What follows belongs to an exercise in optimizing a design on an open flow for small area; a production flow would make more cautious choices.
At most, simulation tests tie the RTL to the original design; equivalence was not proved.
For runs 5 to 8, only the layout was checked, not whether the RTL still works.
Power figures rest on the tool's default switching activity, not on a simulated workload.

### flow/flow/run.sh
#!/bin/bash
# Standard ORFS layout with smaller port buffers and a lighter clock tree.
set -euo pipefail
here=$(cd "$(dirname "$0")" && pwd)
source "$here/knobs.sh"
bash standard.sh > standard.log 2>&1
### flow/flow/knobs.sh
export BUFFER_PORTS_ARGS="-buffer_cell sky130_fd_sc_hd__buf_1"
export CTS_ARGS="-sink_clustering_enable -repair_clock_nets -buf_list {sky130_fd_sc_hd__clkbuf_4 sky130_fd_sc_hd__clkbuf_8} -root_buf sky130_fd_sc_hd__clkbuf_16 -sink_clustering_size 16 -sink_clustering_max_diameter 50 -dont_use_dummy_load"
export PRE_IO_PLACEMENT_TCL="$here/pins.tcl"
export SKIP_REPAIR_TIE_FANOUT=1
### flow/flow/pins.tcl
# Each body bit's input and output pins side by side, so each bit's register
# sits next to its pins and the registers stay in one corner.
set bottom {}
set left {}
for {set i 0} {$i < 328} {incr i} {
  if {$i < 200} {
    lappend bottom "i_axi_rdata\[$i\]" "o_wqe\[$i\]"
  } else {
    lappend left "i_axi_rdata\[$i\]" "o_wqe\[$i\]"
  }
}
set_io_pin_constraint -group -order -pin_names $bottom -region bottom:*
set_io_pin_constraint -group -order -pin_names $left -region left:*
# the constant-zero pad of the written WQE together on the top edge
set pad {}
for {set i 332} {$i < 512} {incr i} { lappend pad "o_wqe\[$i\]" }
set_io_pin_constraint -group -order -pin_names $pad -region top:*
### flow/standard.sh
#!/bin/bash
# synth_recipe.tcl (not shown) runs the flow's synth.tcl, then flattens the netlist and writes it again
# the make line also repeats each setting of config.mk as NAME=value (left out here)
make -C /OpenROAD-flow-scripts/flow DESIGN_CONFIG=/design/flow/config.mk WORK_HOME=/design/flow/orfs CLKGATE_MAP_FILE= SYNTH_SCRIPT=/design/flow/synth_recipe.tcl "${@:-finish}"
### flow/config.mk
export PLATFORM = sky130hd
export DESIGN_NAME = wqe_fetch_top
export DESIGN_NICKNAME = wqe_fetch_top
export VERILOG_FILES = /design/flow/design.v
export SDC_FILE = /design/flow/constraint.sdc
export NUM_CORES = 4
export LEC_CHECK = 0
export CAP_MARGIN = 20
export CORE_AREA = 10 10 410 410
export DIE_AREA = 0 0 420 420
export SLEW_MARGIN = 20
### flow/constraint.sdc
create_clock -name core_clock -period 8.0 [get_ports {clk}]
set_input_delay 1.6000 -clock core_clock [delete_from_list [all_inputs] [get_ports {clk}]]
set_output_delay 1.6000 -clock core_clock [all_outputs]
set_load 0.01 [all_outputs]
### flow/design.v
`default_nettype none
package wqe_fetch_pkg;
    localparam int WQE_WIDTH  = 512;
    localparam int WQE_BYTES  = WQE_WIDTH / 8;
    localparam int ADDR_WIDTH = 32;
    localparam int QPID_LSB   = 328;
    localparam int QPID_WIDTH = 4;
    localparam int QPID_MSB   = QPID_LSB + QPID_WIDTH - 1;
    localparam int PAD_WIDTH  = WQE_WIDTH - QPID_MSB - 1;
    typedef logic [ADDR_WIDTH-1:0] addr_t;
    typedef union packed {
        logic [WQE_WIDTH-1:0] raw;
        struct packed {
            logic [PAD_WIDTH-1:0]  pad;
            logic [QPID_WIDTH-1:0] qpn;
            logic [QPID_LSB-1:0]   body;
        } f;
    } wqe_u;
endpackage
`default_nettype wire
`timescale 1ns/100ps
`default_nettype none
import wqe_fetch_pkg::*;
module wqe_fetch_top
#(
    parameter int MAX_QP   = 16,
    parameter int SQ_DEPTH = 4096
)(
    input  logic                  clk,
    input  logic                  rst_n,
    output logic                  o_fetch_ready,
    input  logic                  i_arbit_val,
    input  logic [QPID_WIDTH-1:0] i_qp_idx,
    input  logic [MAX_QP-1:0]     i_active,
    input  logic [MAX_QP-1:0]     i_wqe_cache_alfull,
    input  logic [ADDR_WIDTH-1:0] i_sq_base,
    output logic [ADDR_WIDTH-1:0] o_axi_araddr,
    output logic                  o_axi_arvalid,
    input  logic                  i_axi_arready,
    input  logic [WQE_WIDTH-1:0]  i_axi_rdata,
    input  logic                  i_axi_rvalid,
    output logic                  o_axi_rready,
    output logic                  o_wqe_cache_wr,
    output logic [WQE_WIDTH-1:0]  o_wqe,
    input  logic [MAX_QP-1:0]     i_wqe_cache_full
);
    localparam int PI_WIDTH = $clog2(SQ_DEPTH);
    localparam int WQE_LSB  = $clog2(WQE_BYTES);
    logic                  iss;      
    logic                  rdv;      
    logic                  busy;
    logic                  grant;
    logic                  push;
    logic                  req_ok;
    logic [QPID_WIDTH-1:0] qp_q;
    logic [QPID_LSB-1:0]   body_q;
    logic [PI_WIDTH-1:0]   pi [MAX_QP];
    logic [MAX_QP-1:0]     pi_ok;
    logic [PI_WIDTH-1:0]   pi_cur;
    logic [MAX_QP-1:0]     qsel;     
    assign grant  = o_fetch_ready & i_arbit_val;
    assign push   = o_wqe_cache_wr & ~(|(qsel & i_wqe_cache_full));
    assign req_ok = (|i_active) & ~(&i_wqe_cache_alfull);
    assign busy   = iss | o_axi_arvalid | o_axi_rready | rdv | o_wqe_cache_wr;
    always_ff @(posedge clk or negedge rst_n)
    begin
        if (!rst_n)
        begin
            o_fetch_ready  <= 1'b0;
            iss            <= 1'b0;
            o_axi_arvalid  <= 1'b0;
            o_axi_rready   <= 1'b0;
            rdv            <= 1'b0;
            o_wqe_cache_wr <= 1'b0;
        end
        else
        begin
            o_fetch_ready  <= req_ok & ((~busy & ~grant) | push);
            iss            <= grant;
            o_axi_arvalid  <= iss | (o_axi_arvalid & ~i_axi_arready);
            o_axi_rready   <= (o_axi_arvalid & i_axi_arready) | (o_axi_rready & ~i_axi_rvalid);
            rdv            <= o_axi_rready & i_axi_rvalid;
            o_wqe_cache_wr <= rdv | (o_wqe_cache_wr & (|(qsel & i_wqe_cache_full)));
        end
    end
    always_ff @(posedge clk)
    begin
        if (o_fetch_ready)
            qp_q <= i_qp_idx;
    end
    always_ff @(posedge clk)
    begin
        body_q <= ({QPID_LSB{o_axi_rready}}          & i_axi_rdata[QPID_LSB-1:0])
                | ({QPID_LSB{rdv | o_wqe_cache_wr}} & body_q);
    end
    always_comb
    begin
        for (int q = 0; q < MAX_QP; q++)
            qsel[q] = (qp_q == QPID_WIDTH'(q));
    end
    always_comb
    begin
        pi_cur = '0;
        for (int q = 0; q < MAX_QP; q++)
            pi_cur = pi_cur | ({PI_WIDTH{qsel[q] & pi_ok[q]}} & pi[q]);
    end
    always_ff @(posedge clk or negedge rst_n)
    begin
        if (!rst_n)
            pi_ok <= '0;
        else
            pi_ok <= pi_ok | ({MAX_QP{rdv}} & qsel);
    end
    always_ff @(posedge clk)
    begin
        for (int q = 0; q < MAX_QP; q++)
            if (rdv & qsel[q])
                pi[q] <= pi_cur + 1'b1;
    end
    assign o_axi_araddr = i_sq_base + {{(ADDR_WIDTH-QPID_WIDTH-PI_WIDTH-WQE_LSB){1'b0}}, qp_q, pi_cur, {WQE_LSB{1'b0}}};
    assign o_wqe = {{PAD_WIDTH{1'b0}}, qp_q, body_q};
endmodule
`default_nettype wire
==> flow_summary.json, run 1 <==
{
  "gp_congestion": 0.8078,
  "grt_usage_pct": 7.144,
  "wl_per_cell_um": 15.75,
  "yosys_warnings": 2,
  "drt_iter0_drc": 845,
  "drv_slew": 0,
  "crit_type": "reg -> out",
  "grt_pass1_vias": 16010,
  "pwr_density_cell_nw_per_um2": 340.1,
  "grt.met3_usage_pct": 2.662,
  "path_cells": "and3b_1 > and2_1 > a2111oi_0 > and4_4 > inv_1 > ha_1 > fa_1 > a21oi_1 > o211ai_1 > o311a_1 > o311a_1 > o21ai_1 > nor2_1 > xor2_1 > buf_1",
  "vias": 15230,
  "grt.overflow.total": 0,
  "clk_latency_ns": 0.63,
  "avgSynthCellArea_sq_um": 12.82,
  "synthTopCellsByCount": "a22o_1, dfxtp_1, edfxtp_1, buf_4, and3_1",
  "start_util_pct": 13.32,
  "ys_ff_latch": 546,
  "cts_setup_buffers": 0,
  "critPathMostFrequentCell": "o311a_1",
  "grt_start_max_net_pins": 181,
  "setup_violations": 0,
  "period_needed_ns": 7.552,
  "yosys.area.top_type": "dfxtp_1",
  "worstRegToRegCells": 9,
  "die_h_um": 420,
  "layout.nets": 2848,
  "critical_path.max_fanout": 21,
  "cp-start-kind": "flip-flop",
  "cp.arrival_ns": 5.95,
  "synth_edf_count": 196,
  "met2_usage_pct": 11.82,
  "yosys.cell_types.count": 63,
  "drc": 0,
  "area_growth_pct": 23.21,
  "endpoint_kind": "output pin",
  "cp_num_buf_inv": 2,
  "endpoint": "o_axi_araddr[30]",
  "boundaryPins": 1149,
  "synth_ff_type": "dfxtp_1",
  "rsz0062_at_grt": "no",
  "placement.io_buffers": 772,
  "layout-drive-gt1-share_pct": 7.678,
  "worst_path_largest_cell_delay_ns": 0.98,
  "worstReg2RegStart": "qp_q[1]",
  "hold_depth": 1,
  "grt_pass1_wl_mm": 97.46,
  "drt_wl_total_mm": 67.74,
  "holdWs_ns": 0.4453,
  "async_flop_share_pct": 4.029,
  "antenna_found_initial": 8,
  "cpLargestDelayFamily": "compound AO/OA/AOI/OAI gates",
  "placed_cell_area_sq_um": 25160,
  "critPathLaunch": "qp_q[1]",
  "status": "no timing/DRC/antenna violations",
  "grt.busiest_layer": "met2",
  "core-area_sq_um": 158700,
  "die_x_um": 420,
  "synthCells": 1649,
  "dieArea_sq_um": 176400,
  "fmax_mhz": 132.4,
  "worstReg2RegEnd": "pi[7][6]",
  "ant_nets": 0,
  "cts.sinks": 546,
  "placed_cells": 4241,
  "firstDrtPassIters": 5,
  "root_buffer": "clkbuf_16",
  "reg2reg_slack_ns": 3.29,
  "period_share_pct": 94.40,
  "post-dp-hpwl_mm": 49.23,
  "worst_slew_pin_slew_ns": 1.268,
  "drt-vias-per-instance": 3.540,
  "tns_ns": 0,
  "synth_area_leaders": "dfxtp_1, edfxtp_1, a22o_1, buf_4, and3_1",
  "cts.htree.levels": 2,
  "slowest_stage": "edfxtp_1",
  "cellLeakagePower_nw": 9.313,
  "cts_hold_buf": 0,
  "cts_buffer_depth": 3,
  "cts_buffers": 58,
  "synth_area_sq_um": 21140,
  "crit_required_ns": 6.40,
  "ys_seq_area_share_pct": 61.50,
  "worstSetupPathDepth": 15,
  "cap_violations": 0,
  "row_count": 146,
  "netlist.area_leader.share_pct": 31.06,
  "clk_pin_slew_ns": 0.04,
  "hold_class": "reg -> reg",
  "maxSlewHeadroom_pct": 14.91,
  "finalHoldViolations": 0,
  "clock-skew-final_ns": 0.08981,
  "ir_drop_v": 0.0002362,
  "instances_no_fill": 4302,
  "total_power_mw": 8.860,
  "cts_tree": "built",
  "cts_resized": 0,
  "grt_use_met1_pct": 8.323,
  "final_area_sq_um": 26050
}
==> routing by layer <==
layer	vias up	share of wire (%)	wire [um]
li1	7178	-	-
met1	7254	40	26780
met2	673	47	32090
met3	124	9.6	6507
met4	2	3.5	2338
met5	-	0.019	13
==> cells in the final DEF, fill, tap and decap left out, types with 19 or more instances in the layout <==
| master | instances |
|---|---|
| a22o_1 | 328 |
| a21oi_1 | 19 |
| clkbuf_8 | 53 |
| nand3_1 | 30 |
| nand2_1 | 23 |
| nand4_1 | 19 |
| buf_4 | 44 |
| nor2_1 | 24 |
| dfrtp_1 | 21 |
| edfxtp_1 | 196 |
| dfxtp_1 | 328 |
| and3_1 | 98 |
| buf_1 | 771 |
==> sequential cells by signal, summed over array words and instances (netlist names) <==
signal,cells
o_fetch_ready,1
pi_ok,16
qp_q,4
rdv,1
o_axi_rready,1
iss,1
o_wqe_cache_wr,1
o_axi_arvalid,1
pi,192
body_q,328
==> cells by family after synthesis <==
kind of cell    Yosys count  share of synthesized area, %
mux                       4                        0.2486
compound gates          439                         18.08
buf+inv                 313                         9.173
simple gates            299                         8.676
other cells               1                       0.01774
fa+ha+maj                18                         1.101
xor+xnor                 29                         1.201
flops                   546                         61.50
==> cell type report <==
class,count,area [sq um]
tap,2072,2592
fill,17630,132700
sequential,546,13010
antenna,3,7.507
clock buffer,58,854.6
multi-input combinational,790,6262
inverter,15,56.30
timing repair buffer,818,3269
==> worst min path at each step <==
stage | slack (ns) | startpoint | end
floorplan | 0.42 | iss | o_axi_arvalid
global placement | 0.44 | iss | o_axi_arvalid
detailed placement | 0.44 | pi_ok[0] | pi_ok[0]
CTS | 0.45 | iss | o_axi_arvalid
global route | 0.46 | iss | o_axi_arvalid
finish | 0.45 | iss | o_axi_arvalid
==> per-stage QoR <==
| stage | util (%) | worst slack (ns) |
|---|---|---|
| finish | 16.41 | 0.4481 |
| CTS | 16.39 | 0.3882 |
| global placement | 15.84 | 1.066 |
| floorplan | - | 2.244 |
| detailed placement | 15.85 | 1.033 |
| global route | 16.40 | 0.09609 |
==> worst reg2reg max path: stages, from the launching register on <==
cell and delay, ns:
edfxtp_1 0.98, nor2b_2 0.73, and3_1 0.57, a2111oi_0 0.25, nand4_1 0.23, buf_4 0.18
ha_1 0.16, nor2b_1 0.46, nand2_1 0.18, xnor2_2 0.65
==> power breakdown <==
group          switching [mW]  internal, mW  total [mW]
Clock                   0.925         0.699        1.62
Sequential              0.395          3.73        4.12
Combinational            2.03          1.09        3.11
==> run 2, diff against run 1 <==
--- a/flow/flow/knobs.sh
+++ b/flow/flow/knobs.sh
@@ -4 +4,2 @@
 export SKIP_REPAIR_TIE_FANOUT=1
+export POST_FLOORPLAN_TCL="$here/ties.tcl"
==> flow/flow/ties.tcl (new file) <==
# One tie cell per group of constant outputs instead of one per output.
set lo [get_lib_pins */sky130_fd_sc_hd__conb_1/LO]
repair_tie_fanout -max_fanout 12 $lo
==> flow_summary.json, run 2 <==
{
  "rsz0062_at_grt": "no",
  "p_comb_share_pct": 35.2,
  "crit_type": "reg -> out",
  "vias": 15620,
  "top_register": "body_q",
  "synth_area_leaders": "dfxtp_1, edfxtp_1, a22o_1, buf_4, and3_1",
  "boundaryPins": 1149,
  "ys_seq_area_share_pct": 61.50,
  "clock-skew-final_ns": 0.08053,
  "layout.nets": 3030,
  "cp.arrival_ns": 5.91,
  "critPathMostFrequentCell": "o311a_1",
  "antenna_found_initial": 5,
  "grt_pass1_wl_mm": 100.1,
  "hold_class": "reg -> reg",
  "placement.io_buffers": 772,
  "cts_setup_buffers": 0,
  "drt-vias-per-instance": 3.485,
  "drt_iter0_drc": 915,
  "cp-start-kind": "flip-flop",
  "clkPwrFrac_pct": 17.9,
  "ir_drop_v": 0.0001805,
  "clk_pin_slew_ns": 0.06,
  "cts_buffers": 55,
  "grt_start_max_net_pins": 176,
  "grt_usage_pct": 7.269,
  "highest_layer": "met4",
  "largest_reg_flops": 328,
  "post-dp-hpwl_mm": 51.03,
  "layout-drive-gt1-share_pct": 6.849,
  "area_growth_pct": 26.30,
  "cts.sinks": 546,
  "cap_violations": 0,
  "switching_share_pct": 37.59,
  "cellLeakagePower_nw": 9.880,
  "endpoint_kind": "output pin",
  "grt.overflow.total": 0,
  "mostFrequentLayoutCells": "buf_1, a22o_1, dfxtp_1",
  "top_regs": "body_q (328), pi (192), pi_ok (16)",
  "cp_num_buf_inv": 3,
  "drt_wl_total_mm": 69.78,
  "netlist.area_leader.share_pct": 31.06,
  "setup_violations": 0,
  "core-area_sq_um": 158700,
  "yosys.area.top_type": "dfxtp_1",
  "row_count": 146,
  "gp_congestion": 0.8115,
  "crit_required_ns": 6.40,
  "cts_buffer_depth": 3,
  "ys_ff_latch": 546,
  "dieArea_sq_um": 176400,
  "path_cells": "buf_4 > nor2b_2 > and2_1 > a2111oi_0 > and4_4 > inv_1 > ha_1 > fa_1 > a21oi_1 > o211ai_1 > o311a_1 > o311a_1 > o21ai_1 > nor2_1 > xor2_1 > buf_1",
  "synth_edf_count": 196,
  "cts_tree": "built",
  "synthTopCellsByCount": "a22o_1, dfxtp_1, edfxtp_1, buf_4, and3_1",
  "cellInternalPower_mw": 5.481,
  "synthCells": 1649,
  "synth_area_sq_um": 21140,
  "yosys.cell_types.count": 63,
  "firstDrtPassIters": 5,
  "cts_hold_buf": 0,
  "wl_met1_mm": 27.16,
  "period_share_pct": 93.89,
  "drv_slew": 0,
  "pwr_density_cell_nw_per_um2": 328.9,
  "yosys_warnings": 2,
  "cpLargestDelayFamily": "compound AO/OA/AOI/OAI gates",
  "worst_path_largest_cell_delay_ns": 0.75,
  "placed_cell_area_sq_um": 25830,
  "maxSlewHeadroom_pct": 30.03,
  "worst_slew_pin_slew_ns": 1.047,
  "fmax_mhz": 133.1,
  "cts_resized": 0,
  "drc": 0,
  "nFillCells": 17690,
  "power_frac_seq_pct": 46.9,
  "die_x_um": 420,
  "die_h_um": 420,
  "finalHoldViolations": 0,
  "tns_ns": 0,
  "wl_met2_mm": 33.95,
  "cts.htree.levels": 2,
  "status": "no timing/DRC/antenna violations",
  "critical_path.max_fanout": 18,
  "async_flop_share_pct": 4.029,
  "period_needed_ns": 7.511,
  "start_util_pct": 13.32,
  "clk_latency_ns": 0.62,
  "synth_ff_type": "dfxtp_1",
  "grt_pass1_vias": 16450,
  "final_area_sq_um": 26700,
  "avgSynthCellArea_sq_um": 12.82,
  "final_common_cell": "buf_1",
  "wl_met3_mm": 6.500,
  "slowest_stage": "edfxtp_1",
  "root_buffer": "clkbuf_16",
  "wl_per_cell_um": 15.56,
  "ant_nets": 0,
  "switchingPower_mw": 3.300
}
[run 2: cell counts after synthesis]
No cell type changed its count.
[run 2: final timing paths]
| kind | start | end | cells past startpoint | slack [ns] |
|---|---|---|---|---|
| worst max register to register | qp_q[1] | pi[6][10] | 10 | 3.52 |
| min in group asynchronous | rst_n | pi_ok[0] | 1 | 1.05 |
| worst min-delay path | pi_ok[9] | pi_ok[9] | 1 | 0.46 |
| worst max-delay path | qp_q[2] | o_axi_araddr[26] | 16 | 0.49 |
| worst min register to register | pi_ok[9] | pi_ok[9] | 1 | 0.46 |
| max in group asynchronous | rst_n | o_axi_rready | 1 | 6.28 |
[run 2: layer usage]
layer  up-vias  global-route usage, %
met4         0                  2.624
met5         -                      0
li1       7350                      -
met3       107                  2.574
met2       667                  12.16
met1      7499                  8.534
[run 2: area by class of cell]
class,instances,area [sq um],area share (%)
multi-input cells,969,6894,25.82
flip-flops and latches,546,13010,48.71
inverters,15,56.30,0.2109
clock buffers,55,813.3,3.046
repair buffers,824,3334,12.49
diodes,2,5.005,0.01874
well taps,2072,2592,9.709
[run 2: stage by stage]
stage,setup slack [ns],std cells,util (%),total power [mW],hold WS [ns]
6_report,0.4891,4483,16.82,8.781,0.4615
5_1_grt,0.1099,4481,16.82,9.343,0.4708
4_1_cts,0.3170,4477,16.78,8.911,0.4615
3_5_place_dp,0.9407,4422,16.27,7.279,0.4459
3_3_place_gp,1.013,4422,16.27,7.226,0.4306
2_1_floorplan,2.244,1649,-,6.050,0.4218
[run 2: cell families after synthesis]
| group | after synthesis | share of synthesized area (%) |
|---|---|---|
| xor gates and xnor gates | 29 | 1.201 |
| buffers and inverters | 313 | 9.173 |
| adders and majority gates | 18 | 1.101 |
| AOI/OAI and AO/OA | 439 | 18.08 |
| DFF | 546 | 61.50 |
| and+or+nand+nor | 299 | 8.676 |
| muxes | 4 | 0.2486 |
| other | 1 | 0.01774 |
[run 2: power groups by stage]
| stage | Sequential, mW | Combinational (mW) | Clock (mW) |
|---|---|---|---|
| 3_5_place_dp | 4.16 | 3.12 | 0 |
| 4_1_cts | 4.13 | 3.12 | 1.66 |
| 2_1_floorplan | 4.41 | 1.64 | 0 |
| 6_report | 4.12 | 3.09 | 1.57 |
| 3_3_place_gp | 4.16 | 3.07 | 0 |
| 5_1_grt | 4.20 | 3.38 | 1.76 |
==> run 3, diff against run 2 <==
==> flow/flow/knobs.sh (replaced) <==
export BUFFER_PORTS_ARGS="-buffer_cell sky130_fd_sc_hd__buf_1"
export CTS_ARGS="-sink_clustering_enable -repair_clock_nets -buf_list {sky130_fd_sc_hd__clkbuf_4 sky130_fd_sc_hd__clkbuf_8} -root_buf sky130_fd_sc_hd__clkbuf_16 -sink_clustering_size 24 -sink_clustering_max_diameter 50 -dont_use_dummy_load"
export PRE_IO_PLACEMENT_TCL="$here/pins.tcl"
--- a/flow/flow/pins.tcl
+++ b/flow/flow/pins.tcl
@@ -13,5 +13 @@
 set_io_pin_constraint -group -order -pin_names $left -region left:*
-# the constant-zero pad of the written WQE together on the top edge
-set pad {}
-for {set i 332} {$i < 512} {incr i} { lappend pad "o_wqe\[$i\]" }
-set_io_pin_constraint -group -order -pin_names $pad -region top:*
removed: flow/flow/ties.tcl
==> flow_summary.json, run 3 <==
{
  "cpLargestDelayFamily": "compound AO/OA/AOI/OAI gates",
  "row_count": 146,
  "dieArea_sq_um": 176400,
  "clock-skew-final_ns": 0.07698,
  "grt_start_max_net_pins": 184,
  "yosys.area_share.adder_pct": 1.101,
  "synth_area_sq_um": 21140,
  "setup_violations": 0,
  "drt_iter0_drc": 990,
  "mostFrequentLayoutCells": "buf_1, a22o_1, dfxtp_1",
  "wl_per_cell_um": 14.87,
  "cts_resized": 0,
  "synth-simple-area-share_pct": 8.676,
  "fin_util_pct": 16.83,
  "core-area_sq_um": 158700,
  "path_cells": "and3b_1 > and3_1 > a2111oi_0 > and4_4 > inv_1 > ha_1 > fa_1 > a21oi_1 > o211ai_1 > o311a_1 > o311a_1 > o21ai_1 > nor3_1 > xor2_1 > buf_1",
  "root_buffer": "clkbuf_16",
  "synth_compound_area_share_pct": 18.08,
  "avgSynthCellArea_sq_um": 12.82,
  "yosys.area.top_type": "dfxtp_1",
  "final_common_cell": "buf_1",
  "drc": 0,
  "period_needed_ns": 7.757,
  "slowest_stage": "edfxtp_1",
  "cts_buffer_depth": 3,
  "cap_violations": 0,
  "cts_buffers": 56,
  "grt.overflow.total": 0,
  "synth_xor_area_share_pct": 1.201,
  "grt_pass1_vias": 16460,
  "pwr_density_cell_nw_per_um2": 328.4,
  "tns_ns": 0,
  "async_flop_share_pct": 4.029,
  "rsz0062_at_grt": "no",
  "maxSlewHeadroom_pct": 29.66,
  "drv_slew": 0,
  "largest_reg_flops": 328,
  "period_share_pct": 96.97,
  "clk_pin_slew_ns": 0.05,
  "boundaryPins": 1149,
  "synthCells": 1649,
  "yosys.cell_types.count": 63,
  "top_register": "body_q",
  "synth_area_leaders": "dfxtp_1, edfxtp_1, a22o_1, buf_4, and3_1",
  "synthTopCellsByCount": "a22o_1, dfxtp_1, edfxtp_1, buf_4, and3_1",
  "cellLeakagePower_nw": 9.899,
  "antenna_found_initial": 0,
  "cp-start-kind": "flip-flop",
  "grt_pass1_wl_mm": 97.01,
  "cts_setup_buffers": 0,
  "top_regs": "body_q (328), pi (192), pi_ok (16)",
  "crit_required_ns": 6.40,
  "endpoint_kind": "output pin",
  "ant_nets": 0,
  "cts_tree": "built",
  "start_util_pct": 13.32,
  "status": "no timing/DRC/antenna violations",
  "layout.nets": 3026,
  "area_growth_pct": 26.36,
  "die_x_um": 420,
  "cp.arrival_ns": 6.16,
  "yosys_warnings": 2,
  "hold_class": "reg -> reg",
  "total_power_mw": 8.774,
  "clk_latency_ns": 0.63,
  "synth_edf_count": 196,
  "layout-drive-gt1-share_pct": 6.902,
  "crit_type": "reg -> out",
  "gp_congestion": 0.7906,
  "vias": 15510,
  "cts.htree.levels": 2,
  "die_h_um": 420,
  "firstDrtPassIters": 5,
  "drt-vias-per-instance": 3.464,
  "ys_ff_latch": 546,
  "synth_mux_area_share_pct": 0.2486,
  "cts.sinks": 546,
  "grt_usage_pct": 6.937,
  "drt_wl_total_mm": 66.57,
  "finalHoldViolations": 0,
  "synth_ff_type": "dfxtp_1",
  "synth_top_family_by_area": "compound AO/OA/AOI/OAI gates",
  "cts_hold_buf": 0,
  "worst_path_largest_cell_delay_ns": 0.86,
  "fmax_mhz": 128.9,
  "netlist.area_leader.share_pct": 31.06,
  "ys_seq_area_share_pct": 61.50,
  "critical_path.max_fanout": 18,
  "cp_num_buf_inv": 2,
  "ir_drop_v": 0.0002116,
  "post-dp-hpwl_mm": 48.11,
  "critPathMostFrequentCell": "o311a_1",
  "placement.io_buffers": 772,
  "worst_slew_pin_slew_ns": 1.054
}
run 3: cell counts after synthesis:
Identical to the previous run, type by type.
run 3: final cells by class:
type / count / area [sq um]
antenna: 1 / 2.502
clock buffer: 56 / 827.0
fill: 17590 / 132000
inverter: 15 / 56.30
multi-input combinational: 969 / 6928
sequential: 546 / 13010
tap: 2072 / 2592
timing repair buffer: 819 / 3302
run 3: final timing paths:
kind | start | endpoint | slack [ns] | cells past startpoint
min in group asynchronous | rst_n | pi_ok[6] | 1.03 | 1
min | pi_ok[1] | pi_ok[1] | 0.46 | 1
max | qp_q[1] | o_axi_araddr[28] | 0.24 | 15
max in group asynchronous | rst_n | o_axi_rready | 6.34 | 1
max reg2reg | qp_q[1] | pi[11][10] | 3.56 | 10
min reg2reg | pi_ok[1] | pi_ok[1] | 0.46 | 1
run 3: power by group:
group          internal, mW  switching, mW
clock                 0.678          0.911
combinational          1.09           1.95
sequential             3.73          0.422
total                  5.49           3.28
run 3: stage by stage:
| step | hold WS [ns] | instance area [sq um] | instances | worst slack (ns) |
|---|---|---|---|---|
| after floorplan | 0.4218 | 21810 | 1828 | 2.244 |
| after global placement | 0.4389 | 25850 | 4421 | 0.9161 |
| after detailed placement | 0.4443 | 25860 | 4421 | 0.9458 |
| after CTS | 0.4572 | 26690 | 4477 | 0.2762 |
| after global routing | 0.4726 | 26710 | 4477 | 0.04017 |
| final | 0.4575 | 26710 | 4478 | 0.2427 |
run 3: logic make-up (layout without fill, tap and decap cells):
| family | count (synthesis) | count (layout) |
|---|---|---|
| mux | 4 | 4 |
| fa+ha+maj | 18 | 18 |
| xor+xnor | 29 | 29 |
| other cells | 1 | 181 |
| flops | 546 | 546 |
| compound gates | 439 | 439 |
| buf+inv | 313 | 890 |
| simple gates | 299 | 299 |
run 3: worst reg2reg max path, delay by kind of cell (launching register included):
kind | cells | cell delay, ns
AOI/OAI and AO/OA | 1 | 0.10
adders and majority gates | 1 | 0.20
buffers and inverters | 2 | 0.52
DFF | 1 | 0.72
xor gates and xnor gates | 1 | 0.61
and+or+nand+nor | 5 | 1.99
run 3: metal layers:
metal | up-vias | GRT usage, % | share of wire, %
met5 | - | 0 | 0
met1 | 7371 | 7.912 | 39
met2 | 673 | 11.97 | 49
li1 | 7357 | - | -
met4 | 0 | 2.523 | 3.1
met3 | 109 | 2.335 | 8.9
==> run 4, diff against run 3 <==
==> flow/flow/knobs.sh (replaced) <==
export BUFFER_PORTS_ARGS="-buffer_cell sky130_fd_sc_hd__buf_1"
export CTS_ARGS="-sink_clustering_enable -repair_clock_nets -buf_list {sky130_fd_sc_hd__clkbuf_4 sky130_fd_sc_hd__clkbuf_8} -root_buf sky130_fd_sc_hd__clkbuf_16 -tree_buf sky130_fd_sc_hd__clkbuf_8 -sink_clustering_buffer sky130_fd_sc_hd__clkbuf_4 -sink_clustering_size 12 -sink_clustering_max_diameter 40 -dont_use_dummy_load"
export PRE_IO_PLACEMENT_TCL="$here/pins.tcl"
export SKIP_REPAIR_TIE_FANOUT=1
export POST_FLOORPLAN_TCL="$here/ties.tcl"
--- a/flow/flow/pins.tcl
+++ b/flow/flow/pins.tcl
@@ -13 +13,5 @@
 set_io_pin_constraint -group -order -pin_names $left -region left:*
+# the constant-zero pad of the written WQE together on the top edge
+set pad {}
+for {set i 332} {$i < 512} {incr i} { lappend pad "o_wqe\[$i\]" }
+set_io_pin_constraint -group -order -pin_names $pad -region top:*
==> flow/flow/ties.tcl (new file) <==
# The constant-zero outputs share tie cells in groups of consecutive bits
# (their pins sit side by side) instead of one tie cell per output.
set group_size 20
set block [ord::get_db_block]
set master [[ord::get_db] findMaster sky130_fd_sc_hd__conb_1]
set ties {}
foreach inst [$block getInsts] {
  if {[[$inst getMaster] getName] == "sky130_fd_sc_hd__conb_1"} { lappend ties $inst }
}
puts "ties.tcl: [llength $ties] tie cell(s) before regrouping"
set n_new 0
foreach tie $ties {
  set lo_net [[$tie findITerm LO] getNet]
  if {$lo_net == "NULL"} { continue }
  # loads keyed by the output port they lead to (through the synthesis buffer)
  set loads {}
  foreach it [$lo_net getITerms] {
    if {[$it isOutputSignal]} { continue }
    set key ""
    foreach o [[$it getInst] getITerms] {
      if {[$o isOutputSignal] && [$o getNet] != "NULL"} {
        foreach bt [[$o getNet] getBTerms] { set key [$bt getName] }
      }
    }
    if {[regexp {\[(\d+)\]} $key -> idx]} { lappend loads [list $idx $it] }
  }
  set loads [lsort -integer -index 0 $loads]
  set k 0
  for {set i $group_size} {$i < [llength $loads]} {incr i $group_size} {
    set inst [odb::dbInst_create $block $master "tie_lo_grp_[incr n_new]"]
    set net [odb::dbNet_create $block "tie_lo_grp_net_$n_new"]
    [$inst findITerm LO] connect $net
    foreach l [lrange $loads $i [expr {$i + $group_size - 1}]] {
      set it [lindex $l 1]
      $it disconnect
      $it connect $net
    }
  }
}
puts "ties.tcl: added $n_new tie cell(s)"
==> flow_summary.json, run 4 <==
{
  "met2_usage_pct": 11.49,
  "avgSynthCellArea_sq_um": 12.82,
  "post-dp-hpwl_mm": 47.74,
  "ys_ff_latch": 546,
  "worstRegToRegCells": 9,
  "layout.nets": 2886,
  "cts_buffer_depth": 3,
  "grt_pass1_wl_mm": 97.73,
  "cp.arrival_ns": 6.00,
  "cpLargestDelayFamily": "compound AO/OA/AOI/OAI gates",
  "hold_class": "reg -> reg",
  "tns_ns": 0,
  "nFillCells": 17630,
  "path_cells": "and3b_1 > and2_1 > a2111oi_0 > and4_4 > inv_1 > ha_1 > fa_1 > a21oi_1 > o211ai_1 > o311a_1 > o311a_1 > o21ai_1 > nor2_1 > xor2_1 > buf_1",
  "drt_wl_total_mm": 66.89,
  "grt_usage_pct": 7.188,
  "synthTopCellsByCount": "a22o_1, dfxtp_1, edfxtp_1, buf_4, and3_1",
  "cap_violations": 0,
  "clk_latency_ns": 0.63,
  "period_share_pct": 95.00,
  "worst_path_largest_cell_delay_ns": 1.00,
  "cts_buffers": 78,
  "firstDrtPassIters": 5,
  "ant_nets": 0,
  "synthCells": 1649,
  "worstReg2RegEnd": "pi[9][11]",
  "placed_cells": 4255,
  "final_common_cell": "buf_1",
  "worstSetupPathDepth": 15,
  "grt.overflow.total": 0,
  "largest_reg_flops": 328,
  "endpoint": "o_axi_araddr[30]",
  "antenna_found_initial": 2,
  "yosys.cell_types.count": 63,
  "dieArea_sq_um": 176400,
  "reg2reg_slack_ns": 3.47,
  "grt.busiest_layer": "met2",
  "clock-skew-final_ns": 0.1044,
  "crit_type": "reg -> out",
  "rsz0062_at_grt": "no",
  "mostFrequentLayoutCells": "buf_1, a22o_1, dfxtp_1",
  "cts_tree": "built",
  "cellLeakagePower_nw": 9.360,
  "drv_slew": 0,
  "synth_edf_count": 196,
  "row_count": 146,
  "worstReg2RegStart": "qp_q[3]",
  "synth_area_sq_um": 21140,
  "place_ws_ns": 0.9616,
  "status": "no timing/DRC/antenna violations",
  "netlist.area_leader.share_pct": 31.06,
  "boundaryPins": 1149,
  "drt_iter0_drc": 1055,
  "area_growth_pct": 23.11,
  "synth_area_leaders": "dfxtp_1, edfxtp_1, a22o_1, buf_4, and3_1",
  "setup_slack_ns": 0.3999,
  "critPathMostFrequentCell": "o311a_1",
  "grt_start_max_net_pins": 201,
  "async_flop_share_pct": 4.029,
  "placement.io_buffers": 772,
  "maxSlewHeadroom_pct": 26.96,
  "top_register": "body_q",
  "top_regs": "body_q (328), pi (192), pi_ok (16)",
  "root_buffer": "clkbuf_16",
  "grt_use_met1_pct": 8.268,
  "yosys.area.top_type": "dfxtp_1",
  "wl_per_cell_um": 15.41,
  "worst_slew_pin_slew_ns": 1.094,
  "slowest_stage": "edfxtp_1",
  "critPathLaunch": "qp_q[1]",
  "ir_drop_v": 0.0004930,
  "crit_required_ns": 6.40,
  "core-area_sq_um": 158700,
  "cp_num_buf_inv": 2,
  "cts.sinks": 546,
  "clk_pin_slew_ns": 0.06,
  "cp-start-kind": "flip-flop",
  "layout-drive-gt1-share_pct": 8.477,
  "gp_congestion": 0.7931,
  "instances_no_fill": 4340,
  "critical_path.max_fanout": 21,
  "period_needed_ns": 7.600,
  "start_util_pct": 13.32,
  "die_x_um": 420,
  "drt-vias-per-instance": 3.559,
  "ys_seq_area_share_pct": 61.50,
  "cts.htree.levels": 3,
  "setup_violations": 0,
  "holdWs_ns": 0.4664,
  "endpoint_kind": "output pin",
  "drc": 0,
  "grt_pass1_vias": 16230,
  "synth_ff_type": "dfxtp_1",
  "cts_hold_buf": 0,
  "yosys_warnings": 2,
  "vias": 15440,
  "pwr_density_cell_nw_per_um2": 336.3,
  "finalHoldViolations": 0,
  "die_h_um": 420,
  "fmax_mhz": 131.6,
  "grt.met3_usage_pct": 3.315
}
run 4: cell counts after synthesis:
Identical to the previous run, type by type.
run 4: area by class of cell:
type	instances	area, sq um	share of cell area, %
inverter	15	56.30	0.2163
antenna	3	7.507	0.02884
tap	2072	2592	9.961
timing repair buffer	828	3369	12.95
sequential	546	13010	49.97
clock buffer	78	743.2	2.855
multi-input combinational	798	6252	24.02
run 4: power breakdown:
part | internal [mW] | switching (mW)
combinational | 1.11 | 1.98
clock | 0.601 | 0.929
sequential | 3.72 | 0.407
run 4: layer usage:
layer | up-vias | wire, um
met5 | - | 0
met4 | 0 | 2353
met3 | 135 | 7317
met2 | 728 | 31080
met1 | 7314 | 26130
li1 | 7267 | -
run 4: kinds of logic (layout without fill, tap and decap cells):
| family | Yosys count | in the layout | synth area share [%] |
|---|---|---|---|
| compound gates | 439 | 439 | 18.08 |
| xor+xnor | 29 | 29 | 1.201 |
| fa+ha+maj | 18 | 18 | 1.101 |
| buf+inv | 313 | 921 | 9.173 |
| flops | 546 | 546 | 61.50 |
| mux | 4 | 4 | 0.2486 |
| other cells | 1 | 12 | 0.01774 |
| simple gates | 299 | 299 | 8.676 |
run 4: stage by stage:
step | instance area, sq um | utilization (%) | power [mW]
after CTS | 25970 | 16.36 | 8.895
final | 26030 | 16.40 | 8.752
after global routing | 26020 | 16.39 | 9.358
after detailed placement | 25230 | 15.89 | 7.296
after global placement | 25220 | 15.89 | 7.236
after floorplan | 21140 | - | 6.050
run 4: repair_timing:
| action | in CTS | in global routing |
|---|---|---|
| gates resized for setup | 0 | 0 |
| buffers inserted | 0 | 4 |
| endpoints found under the setup margin | 0 | 5 |
run 4: worst min path at each step:
stage	startpoint	end	depth (start not counted)
finish	pi_ok[5]	pi_ok[5]	1
global route	pi_ok[0]	pi_ok[0]	1
CTS	pi_ok[4]	pi_ok[4]	1
detailed placement	pi_ok[4]	pi_ok[4]	1
global placement	pi_ok[10]	pi_ok[10]	1
floorplan	iss	o_axi_arvalid	1
run 4: worst register-to-register path, cell delays in order, from the launching register on:
cell and delay (ns):
edfxtp_1 0.79, nor3b_2 0.75, and2_1 0.44, a2111oi_0 0.21
and4_4 0.23, buf_4 0.19, nor3b_2 0.64, nand4b_2 0.19
xnor2_1 0.64, buf_4 0.29
==> run 5, diff against run 4 <==
--- a/flow/design.v
+++ b/flow/design.v
@@ -119,3 +119,17 @@
     end
-    assign o_axi_araddr = i_sq_base + {{(ADDR_WIDTH-QPID_WIDTH-PI_WIDTH-WQE_LSB){1'b0}}, qp_q, pi_cur, {WQE_LSB{1'b0}}};
+    localparam int AW = ADDR_WIDTH - WQE_LSB;
+    logic [AW-1:0] add_a, add_b, add_s;
+    logic [AW:0]   add_c;
+    assign add_a = i_sq_base[ADDR_WIDTH-1:WQE_LSB];
+    assign add_b = {{(AW-QPID_WIDTH-PI_WIDTH){1'b0}}, qp_q, pi_cur};
+    always_comb
+    begin
+        add_c[0] = 1'b0;
+        for (int i = 0; i < AW; i++)
+        begin
+            add_s[i]   = add_a[i] ^ add_b[i] ^ add_c[i];
+            add_c[i+1] = (add_a[i] & add_b[i]) | (add_c[i] & (add_a[i] ^ add_b[i]));
+        end
+    end
+    assign o_axi_araddr = {add_s, i_sq_base[WQE_LSB-1:0]};
     assign o_wqe = {{PAD_WIDTH{1'b0}}, qp_q, body_q};
==> flow/flow/knobs.sh (replaced) <==
export BUFFER_PORTS_ARGS="-buffer_cell sky130_fd_sc_hd__buf_1"
export CTS_ARGS="-sink_clustering_enable -repair_clock_nets -buf_list {sky130_fd_sc_hd__clkbuf_4 sky130_fd_sc_hd__clkbuf_8} -root_buf sky130_fd_sc_hd__clkbuf_16 -sink_clustering_size 16 -sink_clustering_max_diameter 50 -dont_use_dummy_load"
export PRE_IO_PLACEMENT_TCL="$here/pins.tcl"
export SKIP_REPAIR_TIE_FANOUT=1
export POST_FLOORPLAN_TCL="$here/ties.tcl"
==> flow_summary.json, run 5 <==
{
  "synth_xor_area_share_pct": 0.4298,
  "core-area_sq_um": 158700,
  "drt-vias-per-instance": 3.398,
  "grt_use_met1_pct": 9.109,
  "fmax_mhz": 95.96,
  "synthTopCellsByCount": "a22o_1, dfxtp_1, edfxtp_1, buf_4, clkbuf_1",
  "layout-drive-gt1-share_pct": 12.20,
  "antenna_found_initial": 11,
  "ys_seq_area_share_pct": 63.80,
  "synth.most_common_cell": "a22o_1",
  "synth_top_family_by_area": "compound AO/OA/AOI/OAI gates",
  "worst_slew_pin_slew_ns": 1.340,
  "cts_buffers": 55,
  "cap_violations": 0,
  "layout.nets": 2818,
  "grt.busiest_layer": "met2",
  "mostFrequentLayoutCells": "buf_1, a22o_1, dfxtp_1",
  "crit_type": "reg -> out",
  "violations": "setup timing",
  "worst_path_largest_cell_delay_ns": 0.48,
  "avgSynthCellArea_sq_um": 13.29,
  "drc": 0,
  "drt_wl_total_mm": 68.96,
  "final_area_sq_um": 26240,
  "critPathMostFrequentCell": "fa_2",
  "root_buffer": "clkbuf_16",
  "cp_num_buf_inv": 6,
  "netlist.area_leader.share_pct": 32.22,
  "cellLeakagePower_nw": 9.080,
  "ant_nets": 0,
  "cts_tree": "built",
  "row_count": 146,
  "gp_congestion": 0.8052,
  "cts_buffer_depth": 3,
  "grt.met3_usage_pct": 2.441,
  "synth-simple-area-share_pct": 5.869,
  "placed_cell_area_sq_um": 25100,
  "critical_path.max_fanout": 15,
  "synth_compound_area_share_pct": 17.79,
  "top_regs": "body_q (328), pi (192), pi_ok (16)",
  "crit_required_ns": 6.40,
  "cts.sinks": 546,
  "regArea_sq_um": 13010,
  "synthCells": 1533,
  "die_x_um": 420,
  "period_share_pct": 130.3,
  "pwr_density_cell_nw_per_um2": 332.3,
  "synth_area_sq_um": 20380,
  "async_flop_share_pct": 4.029,
  "grt_usage_pct": 7.346,
  "clk_pin_slew_ns": 0.04,
  "drt_iter0_drc": 862,
  "period_needed_ns": 10.42,
  "vias": 14490,
  "post-dp-hpwl_mm": 51.67,
  "area_growth_pct": 28.76,
  "clk_latency_ns": 0.65,
  "finalHoldViolations": 0,
  "top_register": "body_q",
  "placement.io_buffers": 772,
  "synth_edf_count": 196,
  "synth_ff_type": "dfxtp_1",
  "total_power_mw": 8.720,
  "cp-start-kind": "flip-flop",
  "cts.htree.levels": 2,
  "yosys.area.top_type": "dfxtp_1",
  "cpLargestDelayFamily": "adder cells",
  "wl_per_cell_um": 16.18,
  "die_h_um": 420,
  "synth_mux_area_share_pct": 0.2149,
  "ir_drop_v": 0.0002720,
  "clock-skew-final_ns": 0.08582,
  "yosys.area_share.adder_pct": 2.149,
  "yosys_warnings": 2,
  "hold_class": "reg -> reg",
  "fin_util_pct": 16.53,
  "largest_reg_flops": 328,
  "met2_usage_pct": 11.82,
  "ys_ff_latch": 546,
  "drv_slew": 0,
  "grt_pass1_vias": 15580,
  "maxSlewHeadroom_pct": 10.00,
  "boundaryPins": 1149,
  "start_util_pct": 12.84,
  "cp.arrival_ns": 8.82,
  "slowest_stage": "fa_2",
  "nFillCells": 17540,
  "yosys.cell_types.count": 63,
  "grt.overflow.total": 0,
  "setup_violations": 15,
  "dieArea_sq_um": 176400,
  "synth_area_leaders": "dfxtp_1, edfxtp_1, a22o_1, buf_4, dfrtp_1",
  "firstDrtPassIters": 5,
  "multi_input_area_sq_um": 5797,
  "cts_hold_buf": 0,
  "grt_pass1_wl_mm": 99.07,
  "rsz0062_at_grt": "yes",
  "endpoint_kind": "output pin",
  "status": "finished with violations",
  "setup_slack_ns": -2.421,
  "grt_start_max_net_pins": 205,
  "final_common_cell": "buf_1"
}
[run 5: changes by cell type after synthesis, sizes merged, moves of 8 or more]
cell     previous run  this run
a22oi               5        45
a21oi              19        10
nand4              24        11
xor2               12         4
a2111oi            32         6
and3b               9         1
nand3b              0         8
a221oi              2        10
and4               14         5
and3               99        32
nand3              32        24
fa                  1        15
xnor2              17         6
inv                15        34
[run 5: area by class of cell]
type / instances / area share [%]
clock buffers: 55 / 3.099
repair buffers: 884 / 14.86
multi-input cells: 670 / 22.09
inverters: 34 / 0.4864
diodes: 2 / 0.01907
flip-flops and latches: 546 / 49.57
well taps: 2072 / 9.880
[run 5: kinds of logic after synthesis]
kind of cell | Yosys count
buffers and inverters | 325
adders and majority gates | 26
muxes | 3
other | 1
AOI/OAI and AO/OA | 426
and+or+nand+nor | 196
DFF | 546
xor gates and xnor gates | 10
[run 5: per-stage QoR]
| step | std cells | worst slack [ns] | hold WS [ns] | TNS [ns] |
|---|---|---|---|---|
| floorplan | 1533 | -1.524 | 0.4218 | -10.93 |
| global placement | 4199 | -2.028 | 0.4286 | -17.44 |
| detailed placement | 4199 | -2.078 | 0.4505 | -17.89 |
| CTS | 4258 | -2.566 | 0.4525 | -25.80 |
| global route | 4261 | -2.771 | 0.4692 | -28.36 |
| finish | 4263 | -2.421 | 0.4434 | -23.71 |
[run 5: worst reg2reg max path, delay by kind of cell (launching register included)]
family                    cells  cell delay (ns)
and+or+nand+nor               6             0.72
buffers and inverters         6             1.04
AOI/OAI and AO/OA             1             0.82
xor gates and xnor gates      1             0.59
DFF                           1             0.44
[run 5: path summary, 6_finish.rpt]
check | end | slack, ns | cells after the start | from
min in group asynchronous | pi_ok[3] | 1.02 | 1 | rst_n
max | o_axi_araddr[31] | -2.42 | 36 | qp_q[3]
min reg2reg | o_axi_arvalid | 0.44 | 1 | iss
min | o_axi_arvalid | 0.44 | 1 | iss
max in group asynchronous | o_axi_rready | 6.32 | 1 | rst_n
max reg2reg | pi[8][10] | 4.07 | 14 | qp_q[3]
[run 5: what timing repair did]
| action | in CTS | in global routing |
|---|---|---|
| resized for setup | 58 | 4 |
| cloned | 1 | 0 |
| pin swaps | 8 | 5 |
| buffers inserted | 3 | 3 |
| setup endpoints to repair | 16 | 16 |
[run 5: report_power, final]
group	internal, mW	leakage [nW]	switching, mW
combinational	1.14	3.87	1.91
sequential	3.71	4.78	0.393
clock	0.667	0.421	0.897
total	5.52	9.08	3.20
[run 5: metal layers]
metal | vias to the layer above | routed length (um)
li1 | 6826 | -
met1 | 6932 | 28690
met2 | 620 | 32060
met3 | 105 | 5929
met4 | 2 | 2260
met5 | - | 13
==> run 6, diff against run 5 <==
--- a/flow/design.v
+++ b/flow/design.v
@@ -120,4 +120,3 @@
     localparam int AW = ADDR_WIDTH - WQE_LSB;
-    logic [AW-1:0] add_a, add_b, add_s;
-    logic [AW:0]   add_c;
+    logic [AW-1:0] add_a, add_b, add_g, add_p, add_x;
     assign add_a = i_sq_base[ADDR_WIDTH-1:WQE_LSB];
@@ -126,10 +125,19 @@
     begin
-        add_c[0] = 1'b0;
-        for (int i = 0; i < AW; i++)
-        begin
-            add_s[i]   = add_a[i] ^ add_b[i] ^ add_c[i];
-            add_c[i+1] = (add_a[i] & add_b[i]) | (add_c[i] & (add_a[i] ^ add_b[i]));
-        end
+        add_g = add_a & add_b;
+        add_p = add_a ^ add_b;
+        add_x = add_p;
+        for (int d = 1; d < AW; d = d * 2)
+            for (int i = 2 * d - 1; i < AW; i = i + 2 * d)
+            begin
+                add_g[i] = add_g[i] | (add_p[i] & add_g[i-d]);
+                add_p[i] = add_p[i] & add_p[i-d];
+            end
+        for (int d = 16; d >= 1; d = d / 2)
+            for (int i = 3 * d - 1; i < AW; i = i + 2 * d)
+            begin
+                add_g[i] = add_g[i] | (add_p[i] & add_g[i-d]);
+                add_p[i] = add_p[i] & add_p[i-d];
+            end
     end
-    assign o_axi_araddr = {add_s, i_sq_base[WQE_LSB-1:0]};
+    assign o_axi_araddr = {add_x ^ {add_g[AW-2:0], 1'b0}, i_sq_base[WQE_LSB-1:0]};
     assign o_wqe = {{PAD_WIDTH{1'b0}}, qp_q, body_q};
==> flow_summary.json, run 6 <==
{
  "worstReg2RegStart": "qp_q[0]",
  "placement.io_buffers": 772,
  "cellInternalPower_mw": 5.434,
  "fmax_mhz": 134.0,
  "die_h_um": 420,
  "crit_type": "reg -> out",
  "yosys.area.top_type": "dfxtp_1",
  "grt_pass1_vias": 15930,
  "synth_ff_type": "dfxtp_1",
  "ys_ff_latch": 546,
  "wl_per_cell_um": 16.26,
  "cellLeakagePower_nw": 9.150,
  "core-area_sq_um": 158700,
  "synth_compound_area_share_pct": 16.93,
  "synth_edf_count": 196,
  "cts_buffers": 55,
  "yosys.cell_types.count": 59,
  "cts_resized": 0,
  "drt-vias-per-instance": 3.553,
  "synth-simple-area-share_pct": 8.776,
  "worst_path_largest_cell_delay_ns": 0.75,
  "synthTopCellsByCount": "a22o_1, dfxtp_1, edfxtp_1, buf_4, clkbuf_1",
  "cp.arrival_ns": 5.86,
  "power_frac_seq_pct": 47.9,
  "ir_drop_v": 0.0003639,
  "hold_start": "pi_ok[6]",
  "row_count": 146,
  "dieArea_sq_um": 176400,
  "setup_violations": 0,
  "cts_buffer_depth": 3,
  "gp_congestion": 0.7749,
  "instances_no_fill": 4264,
  "cts.htree.levels": 2,
  "grt_usage_pct": 7.353,
  "firstDrtPassIters": 6,
  "critical_path.max_fanout": 11,
  "clkPwrFrac_pct": 18.0,
  "ant_nets": 0,
  "period_needed_ns": 7.465,
  "netlist.area_leader.share_pct": 31.25,
  "grt_start_max_net_pins": 204,
  "drc": 0,
  "finalHoldViolations": 0,
  "slowest_stage": "edfxtp_1",
  "switchingPower_mw": 3.289,
  "cp_num_buf_inv": 3,
  "ys_seq_area_share_pct": 61.88,
  "worst_slew_pin_slew_ns": 1.081,
  "layout-drive-gt1-share_pct": 7.123,
  "drv_slew": 0,
  "final_common_cell": "buf_1",
  "synth_mux_area_share_pct": 0.09527,
  "switching_share_pct": 37.70,
  "avgSynthCellArea_sq_um": 13.05,
  "drt_wl_total_mm": 69.33,
  "clock-skew-final_ns": 0.1239,
  "status": "no timing/DRC/antenna violations",
  "rsz0062_at_grt": "no",
  "cap_violations": 0,
  "synth_top_family_by_area": "compound AO/OA/AOI/OAI gates",
  "cpLargestDelayFamily": "compound AO/OA/AOI/OAI gates",
  "top_regs": "body_q (328), pi (192), pi_ok (16)",
  "grt.met3_usage_pct": 2.229,
  "holdWs_ns": 0.4598,
  "pwr_density_cell_nw_per_um2": 336.2,
  "cts.sinks": 546,
  "die_x_um": 420,
  "layout.nets": 2822,
  "clk_pin_slew_ns": 0.07,
  "nFillCells": 17610,
  "p_comb_share_pct": 34.0,
  "yosys.area_share.adder_pct": 2.013,
  "root_buffer": "clkbuf_16",
  "hold_class": "reg -> reg",
  "area_growth_pct": 23.47,
  "tns_ns": 0,
  "met2_usage_pct": 12.24,
  "clk_latency_ns": 0.61,
  "largest_reg_flops": 328,
  "critPathLaunch": "qp_q[0]",
  "synth_xor_area_share_pct": 0.9169,
  "grt_use_met1_pct": 9.054,
  "top_register": "body_q",
  "grt.overflow.total": 0,
  "synth_area_sq_um": 21010,
  "drt_iter0_drc": 961,
  "start_util_pct": 13.24,
  "crit_required_ns": 6.40,
  "synthCells": 1610,
  "synth_area_leaders": "dfxtp_1, edfxtp_1, a22o_1, buf_4, dfrtp_1",
  "period_share_pct": 93.31,
  "yosys_warnings": 2,
  "placed_cells": 4201,
  "post-dp-hpwl_mm": 50.29,
  "grt_pass1_wl_mm": 99.83,
  "maxSlewHeadroom_pct": 27.85,
  "async_flop_share_pct": 4.029,
  "mostFrequentLayoutCells": "buf_1, a22o_1, dfxtp_1",
  "cts_tree": "built",
  "cp-start-kind": "flip-flop",
  "grt.busiest_layer": "met2",
  "antenna_found_initial": 7,
  "boundaryPins": 1149,
  "vias": 15150,
  "path_cells": "and3b_1 > and3_1 > a2111oi_0 > nand4_1 > ha_1 > inv_1 > fa_1 > nor2b_1 > o21ai_0 > a21boi_0 > o21ai_0 > a21oi_1 > buf_4 > a31oi_1 > o21bai_1 > fa_1 > xor2_1 > buf_1",
  "endpoint_kind": "output pin"
}
## run 6: cell types whose count changed after synthesis, sizes merged, moves of 16 or more
cell     change
and4        +44
inv         -16
and3        +28
nand4       +23
a2111oi     +25
a22oi       -41
## run 6: per-layer routing
| metal | routed length (um) | vias to the layer above | share of wire, % |
|---|---|---|---|
| li1 | - | 7055 | - |
| met1 | 28120 | 7299 | 41 |
| met2 | 33510 | 709 | 48 |
| met3 | 6035 | 87 | 8.7 |
| met4 | 1658 | 0 | 2.4 |
| met5 | 0 | - | 0 |
## run 6: cells by family after synthesis
logic type | Yosys count
other cells | 1
fa+ha+maj | 29
mux | 2
flops | 546
compound gates | 411
buf+inv | 318
xor+xnor | 22
simple gates | 281
## run 6: repair_timing
item,4_1_cts,5_1_grt
buffers inserted,0,6
hold buffers,0,0
hold endpoints to repair,0,0
setup endpoints to repair,0,5
## run 6: power by group through the flow
stage	clock network, mW	logic [mW]	registers [mW]
floorplan	0	1.57	4.41
global placement	0	2.93	4.23
detailed placement	0	2.98	4.24
CTS	1.65	2.97	4.20
global route	1.75	3.25	4.26
finish	1.57	2.97	4.18
## run 6: worst paths after layout
kind | end | slack, ns | depth (start not counted)
max in group asynchronous | pi_ok[15] | 6.59 | 2
min reg2reg | pi_ok[6] | 0.46 | 1
min | pi_ok[6] | 0.46 | 1
max reg2reg | pi[6][6] | 3.37 | 9
min in group asynchronous | pi_ok[5] | 1.00 | 2
max | o_axi_araddr[21] | 0.54 | 18
## run 6: cell type report
type	instances	area, sq um	share of cell area [%]
Antenna cell	2	5.005	0.01929
Clock buffer	55	813.3	3.134
Inverter	18	67.56	0.2604
Multi-Input combinational cell	754	6150	23.70
Sequential cell	546	13010	50.13
Tap cell	2072	2592	9.992
Timing Repair Buffer	817	3312	12.76
## run 6: metrics by stage
stage | power (mW) | instance area, sq um | setup WS [ns] | utilization, %
2_1_floorplan | 5.983 | 21010 | 2.601 | -
3_3_place_gp | 7.161 | 25000 | 0.9533 | 15.75
3_5_place_dp | 7.212 | 25010 | 0.9511 | 15.75
4_1_cts | 8.829 | 25820 | 0.2279 | 16.27
5_1_grt | 9.263 | 25940 | 0.02977 | 16.34
6_report | 8.722 | 25950 | 0.5355 | 16.34
==> run 7, diff against run 6 <==
--- a/flow/design.v
+++ b/flow/design.v
@@ -117,3 +117,14 @@
             if (rdv & qsel[q])
-                pi[q] <= pi_cur + 1'b1;
+                pi[q] <= pi_inc;
+    end
+    logic [PI_WIDTH-1:0] pi_inc;
+    always_comb
+    begin
+        logic c;
+        c = 1'b1;
+        for (int i = 0; i < PI_WIDTH; i++)
+        begin
+            pi_inc[i] = pi_cur[i] ^ c;
+            c         = pi_cur[i] & c;
+        end
     end
==> flow_summary.json, run 7 <==
{
  "synthTopCellsByCount": "a22o_1, dfxtp_1, edfxtp_1, buf_4, clkbuf_1",
  "mostFrequentLayoutCells": "buf_1, a22o_1, dfxtp_1",
  "synth_area_leaders": "dfxtp_1, edfxtp_1, a22o_1, buf_4, dfrtp_1",
  "die_h_um": 420,
  "hold_class": "reg -> reg",
  "layout.nets": 2732,
  "grt_pass1_wl_mm": 97.07,
  "area_growth_pct": 23.44,
  "placed_cell_area_sq_um": 24440,
  "multi_input_area_sq_um": 5667,
  "cts_buffer_depth": 3,
  "async_flop_share_pct": 4.029,
  "cap_violations": 0,
  "drv_slew": 0,
  "drt_iter0_drc": 795,
  "grt_start_max_net_pins": 169,
  "cp-start-kind": "flip-flop",
  "cts_buffers": 53,
  "fmax_mhz": 143.4,
  "avgSynthCellArea_sq_um": 13.47,
  "cts.sinks": 546,
  "drt-vias-per-instance": 3.415,
  "period_needed_ns": 6.971,
  "crit_type": "reg -> out",
  "cp.arrival_ns": 5.37,
  "endpoint": "o_axi_araddr[31]",
  "wl_per_cell_um": 16.37,
  "cellLeakagePower_nw": 8.701,
  "grt.overflow.total": 0,
  "worstReg2RegEnd": "pi[13][11]",
  "core-area_sq_um": 158700,
  "gp_congestion": 0.7915,
  "root_buffer": "clkbuf_16",
  "row_count": 146,
  "boundaryPins": 1149,
  "total_power_mw": 8.261,
  "cts_setup_buffers": 0,
  "yosys.area.top_type": "dfxtp_1",
  "ys_seq_area_share_pct": 63.62,
  "synthCells": 1517,
  "synth_ff_type": "dfxtp_1",
  "cts_tree": "built",
  "worstReg2RegStart": "qp_q[1]",
  "firstDrtPassIters": 5,
  "placed_cells": 4110,
  "synth_edf_count": 196,
  "worst_slew_pin_slew_ns": 1.131,
  "instances_no_fill": 4164,
  "ant_nets": 0,
  "cts_hold_buf": 0,
  "ys_ff_latch": 546,
  "path_cells": "buf_4 > nor2b_1 > and3_1 > a22oi_1 > and3_1 > or4b_1 > ha_1 > inv_1 > fa_1 > nand2b_1 > a211o_1 > a21oi_1 > o2111ai_1 > nor3_1 > ha_1 > xor2_1 > buf_1",
  "top_regs": "body_q (328), pi (192), pi_ok (16)",
  "clock-skew-final_ns": 0.07886,
  "drc": 0,
  "netlist.area_leader.share_pct": 32.13,
  "period_share_pct": 87.14,
  "post-dp-hpwl_mm": 50.15,
  "slowest_stage": "nor2b_1",
  "yosys.cell_types.count": 59,
  "clk_pin_slew_ns": 0.06,
  "cts_resized": 0,
  "pwr_density_cell_nw_per_um2": 327.5,
  "critPathLaunch": "qp_q[1]",
  "placement.io_buffers": 772,
  "largest_reg_flops": 328,
  "critical_path.max_fanout": 13,
  "maxSlewHeadroom_pct": 24.54,
  "worst_path_largest_cell_delay_ns": 0.64,
  "die_x_um": 420,
  "dieArea_sq_um": 176400,
  "ir_drop_v": 0.0002254,
  "setup_violations": 0,
  "synth.most_common_cell": "a22o_1",
  "cts.htree.levels": 2,
  "crit_required_ns": 6.40,
  "drt_wl_total_mm": 68.17,
  "clk_latency_ns": 0.62,
  "final_common_cell": "buf_1",
  "layout-drive-gt1-share_pct": 6.361,
  "rsz0062_at_grt": "no",
  "endpoint_kind": "output pin",
  "top_register": "body_q",
  "synth_area_sq_um": 20440,
  "reg2reg_slack_ns": 2.00,
  "nFillCells": 17650,
  "vias": 14220,
  "start_util_pct": 12.87,
  "finalHoldViolations": 0,
  "yosys_warnings": 2,
  "holdWs_ns": 0.4633,
  "tns_ns": 0,
  "grt_usage_pct": 7.243,
  "grt_pass1_vias": 15220,
  "final_area_sq_um": 25230,
  "status": "no timing/DRC/antenna violations",
  "regArea_sq_um": 13010,
  "worstRegToRegCells": 17,
  "antenna_found_initial": 8
}
-- run 7: worst max-delay path, delay by kind of cell, from the launching register on --
family                     cells  cell delay, ns
AOI/OAI and AO/OA              4            0.91
xor gates and xnor gates       1            0.16
adders and majority gates      3            0.78
buffers and inverters          3            0.55
DFF                            1            0.51
and+or+nand+nor                6            1.91
-- run 7: per-stage QoR --
stage	util (%)	worst slack (ns)
2_1_floorplan	-	2.672
3_3_place_gp	15.39	1.634
3_5_place_dp	15.39	1.632
4_1_cts	15.89	0.9357
5_1_grt	15.89	0.6604
6_report	15.89	1.029
-- run 7: worst min path at each step --
stage | start | end | slack (ns) | cells after the start
final | pi_ok[12] | pi_ok[12] | 0.46 | 1
after global routing | body_q[132] | body_q[132] | 0.48 | 1
after CTS | pi_ok[12] | pi_ok[12] | 0.46 | 1
after detailed placement | iss | o_axi_arvalid | 0.44 | 1
after global placement | pi_ok[10] | pi_ok[10] | 0.44 | 1
after floorplan | iss | o_axi_arvalid | 0.42 | 1
-- run 7: power by group --
part	internal, mW	switching (mW)
registers	3.68	0.367
clock network	0.647	0.897
logic	0.949	1.72
-- run 7: final cells by class --
type / count / share of cell area [%]
inverter: 11 / 0.1637
multi-input combinational: 683 / 22.46
antenna: 1 / 0.009920
tap: 2072 / 10.28
sequential: 546 / 51.56
timing repair buffer: 798 / 12.41
clock buffer: 53 / 3.115
-- run 7: kinds of logic after synthesis --
| group | synth area share (%) |
|---|---|
| flip-flops | 63.62 |
| AO/OA/AOI/OAI | 18.70 |
| buffers and inverters | 9.134 |
| XOR/XNOR | 0.5571 |
| other | 0.01835 |
| adder cells (fa/ha/maj) | 2.620 |
| AND/OR/NAND/NOR | 5.020 |
| multiplexers | 0.3245 |
-- run 7: metal layers --
layer	share of wire [%]	routed length (um)	track usage, %	vias up
met5	0.019	13	0	-
met4	3.8	2613	2.972	2
met3	8.8	6028	2.386	114
met2	51	34530	12.83	619
met1	37	24980	7.903	6807
li1	-	-	-	6676
==> run 8, diff against run 7 <==
--- a/flow/design.v
+++ b/flow/design.v
@@ -58,2 +58,3 @@
     logic [MAX_QP-1:0]     pi_ok;
+    logic [PI_WIDTH-1:0]   pi_rd;
     logic [PI_WIDTH-1:0]   pi_cur;
@@ -102,5 +103,9 @@
     begin
-        pi_cur = '0;
+        pi_rd = '0;
         for (int q = 0; q < MAX_QP; q++)
-            pi_cur = pi_cur | ({PI_WIDTH{qsel[q] & pi_ok[q]}} & pi[q]);
+            pi_rd = pi_rd | ({PI_WIDTH{qsel[q] & pi_ok[q]}} & pi[q]);
+    end
+    always_ff @(posedge clk)
+    begin
+        pi_cur <= pi_rd;
     end
==> flow_summary.json, run 8 <==
{
  "status": "no timing/DRC/antenna violations",
  "grt_pass1_vias": 14810,
  "cts_buffers": 55,
  "cts_resized": 0,
  "rsz0062_at_grt": "no",
  "die_h_um": 420,
  "cts_tree": "built",
  "worstReg2RegEnd": "pi[11][11]",
  "worstReg2RegStart": "pi_cur[0]",
  "top_regs": "body_q (328), pi (192), pi_ok (16)",
  "antenna_found_initial": 3,
  "fin_util_pct": 15.89,
  "gp_congestion": 0.7636,
  "maxSlewHeadroom_pct": 27.01,
  "clk_pin_slew_ns": 0.04,
  "setup_violations": 0,
  "yosys_warnings": 2,
  "synth_area_sq_um": 20530,
  "drc": 0,
  "ys_ff_latch": 558,
  "synth_top_family_by_area": "compound AO/OA/AOI/OAI gates",
  "grt_start_max_net_pins": 187,
  "worstHoldEndpoint": "pi_ok[4]",
  "placement.io_buffers": 772,
  "clk_latency_ns": 0.61,
  "cap_violations": 0,
  "cp.arrival_ns": 4.28,
  "ys_seq_area_share_pct": 64.49,
  "grt_usage_pct": 6.601,
  "netlist.area_leader.share_pct": 33.15,
  "largest_reg_flops": 328,
  "async_flop_share_pct": 3.943,
  "critical_path.max_fanout": 2,
  "grt.overflow.total": 0,
  "switching_share_pct": 35.42,
  "nFillCells": 17660,
  "worst_slew_pin_slew_ns": 1.094,
  "finalHoldViolations": 0,
  "clkPwrFrac_pct": 19.4,
  "hold_start": "pi_ok[4]",
  "grt_pass1_wl_mm": 90.07,
  "row_count": 146,
  "cts.htree.levels": 2,
  "crit_type": "in -> out",
  "period_share_pct": 73.49,
  "layout.nets": 2742,
  "power_frac_seq_pct": 50.5,
  "cellInternalPower_mw": 5.256,
  "tns_ns": 0,
  "mostFrequentLayoutCells": "buf_1, dfxtp_1, a22o_1",
  "placed_cells": 4118,
  "synth_edf_count": 196,
  "instances_no_fill": 4174,
  "synth_xor_area_share_pct": 0.5545,
  "drt-vias-per-instance": 3.354,
  "synthCells": 1543,
  "synth_area_leaders": "dfxtp_1, edfxtp_1, a22o_1, buf_4, a22oi_1",
  "yosys.area.top_type": "dfxtp_1",
  "post-dp-hpwl_mm": 44.15,
  "regArea_sq_um": 13250,
  "root_buffer": "clkbuf_16",
  "drt_iter0_drc": 792,
  "ant_nets": 0,
  "vias": 14000,
  "synth_compound_area_share_pct": 18.71,
  "drv_slew": 0,
  "worstRegToRegCells": 11,
  "layout-drive-gt1-share_pct": 4.998,
  "wl_per_cell_um": 14.86,
  "switchingPower_mw": 2.883
}
[run 8: cell types whose count changed in the layout (fill, tap and decap cells not counted), sizes merged, moves of 5 or more]
cell | before | now
dfxtp | 328 | 340
a22o | 337 | 330
nand2 | 32 | 55
and4 | 22 | 3
buf | 797 | 780
a22oi | 70 | 92
nor2 | 18 | 23
[run 8: kinds of logic after synthesis]
| logic type | Yosys count |
|---|---|
| flops | 558 |
| compound gates | 460 |
| buf+inv | 298 |
| simple gates | 174 |
| fa+ha+maj | 38 |
| xor+xnor | 13 |
| other cells | 1 |
| mux | 1 |
[run 8: through the flow]
stage | setup slack [ns] | area [sq um] | total power [mW] | hold WS (ns)
global route | 1.934 | 25220 | 8.671 | 0.4717
global placement | 1.795 | 24400 | 6.623 | 0.4435
finish | 2.121 | 25220 | 8.139 | 0.4543
detailed placement | 2.115 | 24400 | 6.675 | 0.4440
floorplan | 3.092 | 20530 | 5.664 | 0.4290
CTS | 2.092 | 25220 | 8.298 | 0.4566
[run 8: worst max-delay path, cell delays in order]
cell	delay, ns
buf_1	0.10
ha_1	0.15
inv_1	0.05
fa_1	0.40
nor2b_1	0.16
o2111ai_1	0.16
a21oi_1	0.27
o21ai_1	0.13
a21oi_1	0.20
ha_1	0.22
xor2_2	0.60
buf_1	0.23
[run 8: per-layer routing]
metal,global-route usage (%),vias up,share of wire (%)
li1,-,6694,-
met1,7.063,6659,37
met2,11.75,550,51
met3,2.687,94,9.9
met4,2.127,2,2.4
met5,0,-,0.019
[run 8: worst max path at each step]
| stage | startpoint | end | slack (ns) | cells after the start |
|---|---|---|---|---|
| floorplan | i_sq_base[6] | o_axi_araddr[21] | 3.09 | 10 |
| global placement | i_sq_base[6] | o_axi_araddr[31] | 1.79 | 12 |
| detailed placement | i_sq_base[6] | o_axi_araddr[31] | 2.12 | 12 |
| CTS | i_sq_base[6] | o_axi_araddr[31] | 2.09 | 12 |
| global route | i_sq_base[6] | o_axi_araddr[31] | 1.93 | 12 |
| finish | i_sq_base[6] | o_axi_araddr[31] | 2.12 | 12 |
[run 8: power groups by stage]
stage	sequential [mW]	clock [mW]	combinational (mW)
floorplan	4.32	0	1.34
global placement	4.14	0	2.48
detailed placement	4.15	0	2.53
CTS	4.11	1.66	2.53
global route	4.19	1.77	2.71
finish	4.11	1.58	2.45
[run 8: layout make-up]
cell class                 instances  share of cell area (%)
timing repair buffer             780                   11.93
inverter                          13                  0.1935
antenna                            1                0.009922
clock buffer                      55                   3.225
sequential                       558                   52.52
tap                             2072                   10.28
multi-input combinational        695                   21.84

-- static timing again, ports no longer ideal --
The results above use ideal ports. As a check the final layouts listed here were re-extracted and re-timed, cells and wires unchanged.
Step 1: set_driving_cell puts a clkbuf_16 on clk and a buf_2 on each other input, an assumption about the parent block.
Step 2 also shifts input and output timing later by t, the mid clock arrival at the registers, as if the neighbouring blocks saw the same clock.
Slacks: ideal / step 1 / step 2; pairs: ideal / step 1.
run | t, ns | setup WS [ns]
run 1 | 0.657 | 0.448 / 0.371 / 1.028
run 2 | 0.649 | 0.489 / 0.415 / 1.064
run 3 | 0.639 | 0.243 / 0.173 / 0.812
run 4 | 0.652 | 0.400 / 0.325 / 0.977
run 5 | 0.638 | -2.421 / -2.482 / -1.960
run 6 | 0.637 | 0.535 / 0.457 / 1.094
run 7 | 0.632 | 1.029 / 0.954 / 1.586
run 8 | 0.651 | 2.121 / 2.094 / 2.094
